Context: an optimization exercise on an open-source flow, tuned for small area, a short achievable clock period and few clock cycles per item. The choices shown serve that exercise and are no tape-out recipe. The RTL was checked by simulation tests, not by an equivalence proof against the original design. No activity file was given, so power comes from the tool's default toggle rates.

run A:
## heater_handle_supervisor
module heater_handle_supervisor (
  input  logic                         clk_i,
  input  logic                         rst_ni,
  input  logic                         in_valid_i,
  output logic                         in_ready_o,
  input  logic [hhs_pkg::InW-1:0]      in_data_i,
  output logic                         out_valid_o,
  input  logic                         out_ready_i,
  output logic [hhs_pkg::OutW-1:0]     out_data_o,
  input  logic                         cfg_valid_i,
  output logic                         cfg_ready_o,
  input  logic [hhs_pkg::CfgIdxW-1:0]  cfg_index_i,
  input  logic [hhs_pkg::CfgDataW-1:0] cfg_data_i
);
  logic [15:0] sleep_ticks;
  logic [14:0] error_ticks;
  logic [9:0]  max_temp;
  logic [9:0]  min_temp;
  logic [7:0]  min_air;
  logic [8:0]  cool_lim;
  logic [7:0]  max_air_duty;
  logic [7:0]  sleep_fan_duty;
  logic        s0_valid_q;
  logic        s0_docked_q, s0_cold_q, s0_power_q;
  logic [9:0]  s0_temp_q;
  logic        s0_air_low_q;
  logic [7:0]  s0_level_q;
  ...
clock: 9.0 ns
lec_check: 0
cap_margin: 20
core_margin: 2
core_utilization: 40
cts_buf_list: sky130_fd_sc_hd__clkbuf_8
slew_margin: 20
standard.sh (not shown) runs the stock make flow with config.mk's settings and CLKGATE_MAP_FILE= SYNTH_SCRIPT=/design/flow/synth_recipe.tcl, a recipe that flattens the netlist after the stock synthesis.
==> flow/flow/run.sh <==
#!/bin/bash
# Layout: the standard flow (standard.sh, which runs the standard synthesis
# unchanged) with two settings changed: the ports are buffered with
# sky130_fd_sc_hd__buf_1 (buffer_ports' own pick is a delay buffer), and the
# timing repair aims for 5.7 ns of setup slack at the design's clock period.
# The make output goes to standard_flow.log; ORFS's logs stay under orfs/logs.
set -euo pipefail
bash standard.sh SETUP_SLACK_MARGIN=5.7 "BUFFER_PORTS_ARGS=-buffer_cell sky130_fd_sc_hd__buf_1" finish > standard_flow.log 2>&1
Testbench counts of run A, summed over its fixed seeds: cycles 16,024, items 16,000.
For run B, these inputs were changed with respect to run A:
--- a/flow/flow/run.sh
+++ b/flow/flow/run.sh
@@ -5 +5 @@
-# timing repair aims for 5.7 ns of setup slack at the design's clock period.
+# timing repair aims for 6.0 ns of setup slack at the design's clock period.
@@ -8 +8 @@
-bash standard.sh SETUP_SLACK_MARGIN=5.7 "BUFFER_PORTS_ARGS=-buffer_cell sky130_fd_sc_hd__buf_1" finish > standard_flow.log 2>&1
+bash standard.sh SETUP_SLACK_MARGIN=6.0 "BUFFER_PORTS_ARGS=-buffer_cell sky130_fd_sc_hd__buf_1" finish > standard_flow.log 2>&1
## What came out
Delta (run B minus run A): cell total after placement about even; largest stage delay on the critical path did not really move; routability-driven placement congestion ratio went down about 0.6%. Pin count of the biggest net entering global routing in run B is 1 above run A. Run B reports a higher met2 routing resource usage after global routing than run A does. The routed wire length on run B is in line with that on run A.
Input changes introduced in run C (baseline for comparison: run B):
--- a/flow/flow/run.sh
+++ b/flow/flow/run.sh
@@ -5 +5 @@
-# timing repair aims for 6.0 ns of setup slack at the design's clock period.
+# timing repair aims for 6.1 ns of setup slack at the design's clock period.
@@ -8 +8 @@
-bash standard.sh SETUP_SLACK_MARGIN=6.0 "BUFFER_PORTS_ARGS=-buffer_cell sky130_fd_sc_hd__buf_1" finish > standard_flow.log 2>&1
+bash standard.sh SETUP_SLACK_MARGIN=6.1 "BUFFER_PORTS_ARGS=-buffer_cell sky130_fd_sc_hd__buf_1" finish > standard_flow.log 2>&1
Results
Between run C and run B, the sequential standard cell area does not differ in any meaningful way. Measured against each other, run C and run B differ in filler cell count in the final layout, the lower figure coming from run B. Run C: multi-input gate area in the final layout higher than run B. Cmp run C vs run B: via count of the first global-routing pass lower in run C. Run C reports its critical setup path kind as register to primary output while run B reports register to register. Between run C and run B, the hold slack is higher for run B. Summary of run C over run B: count of buffers added by post-CTS timing repair for setup shows a reduction of 1, sequential share of layout area shows a reduction of 1.0 points, routed length on met3 shows an increase of 310 um, total via count in the routed design shows an increase of 344. Diff run C..run B | maximum frequency from static timing analysis | negligible.
The inputs of run D differ from those of run C as listed below.
- CTS_BUF_LIST no longer set, was sky130_fd_sc_hd__clkbuf_8
--- a/flow/flow/run.sh
+++ b/flow/flow/run.sh
@@ -5 +5 @@
-# timing repair aims for 6.1 ns of setup slack at the design's clock period.
+# timing repair aims for 5.8 ns of setup slack at the design's clock period.
@@ -8 +8 @@
-bash standard.sh SETUP_SLACK_MARGIN=6.1 "BUFFER_PORTS_ARGS=-buffer_cell sky130_fd_sc_hd__buf_1" finish > standard_flow.log 2>&1
+bash standard.sh SETUP_SLACK_MARGIN=5.8 "BUFFER_PORTS_ARGS=-buffer_cell sky130_fd_sc_hd__buf_1" finish > standard_flow.log 2>&1
==> run summary <==
- Per the comparison of run D with run C, average vias per placed instance fell 1.7%; worst supply voltage drop on vdd rose 0.0000032 V; filler-free cell count of the finished design fell 31.
- Run D ran to completion and came out clean on the timing, design-rule and antenna checks.
- Per the comparison of run D with run C, share of cells above drive strength 1 decreased 6.4 points; routed wire length moved down.
- Of the two values seen for timing endpoint of the critical path, s1_duty_sel_q[6] was produced by run D and in_ready_o by run C.

* * *

Starting RTL as in the previous note.
Settings: LEC_CHECK=0, CAP_MARGIN=20, CORE_MARGIN=2, CORE_UTILIZATION=40, SLEW_MARGIN=20; clock period 9.0 ns.
==> flow/flow/run.sh <==
#!/bin/bash
# Layout: the standard flow (standard.sh, which runs the standard synthesis
# unchanged) with two settings changed: the ports are buffered with
# sky130_fd_sc_hd__buf_1 (buffer_ports' own pick is a delay buffer), and the
# timing repair aims for 6.0 ns of setup slack at the design's clock period.
# The make output goes to standard_flow.log; ORFS's logs stay under orfs/logs.
set -euo pipefail
bash standard.sh SETUP_SLACK_MARGIN=6.0 "BUFFER_PORTS_ARGS=-buffer_cell sky130_fd_sc_hd__buf_1" finish > standard_flow.log 2>&1
The baseline finished with timing, DRC and antenna clean.
Testbench counts at the start, summed over its fixed seeds: cycles 16,024, items 16,000.
==> next run, changes <==
--- a/flow/config.mk
+++ b/flow/config.mk
@@ -9,3 +9,4 @@
 export CORE_MARGIN = 2
-export CORE_UTILIZATION = 40
+export CORE_UTILIZATION = 50
+export CTS_BUF_LIST = sky130_fd_sc_hd__clkbuf_8
 export SLEW_MARGIN = 20
After rerunning:
- die area drops by about a fifth
- cell area drops slightly
- setup slack gets worse by 0.036 ns
- power drops by a few percent
- clock skew is about the same

==> static timing again, ports no longer ideal <==
In the flow no input, the clock included, has a driving cell. The finished layouts below were timed again as built, in two steps. Step 1: set_driving_cell puts a clkbuf_16 on clk_i and a buf_2 on each other input, an assumption about the parent block. Step 2, shift: input delay + t, output delay - t, t = (earliest + latest rising clock arrival at the registers) / 2. This alone moves slack from input paths to output paths. Slacks: ideal ports / drivers / drivers and shift; pairs: ideal ports / drivers.
run | shift t [ns] | slack for setup (ns) | cell pins on the clock port's net
run A | 0.532 | 5.875 / 5.875 / 5.407 | 1
run B | 0.527 | 6.050 / 6.027 / 5.629 | 1
run C | 0.525 | 6.054 / 6.006 / 5.710 | 1
run D | 0.487 | 5.921 / 5.921 / 5.549 | 1
the first run of note 2 | 0.494 | 6.069 / 6.045 / 5.638 | 1
the second run of note 2 | 0.506 | 6.033 / 6.029 / 5.652 | 1
After both steps every run listed still meets setup and hold. For run A, which loses most, drivers alone change the setup slack by 0.000 ns; drivers and shift together by -0.468 ns.
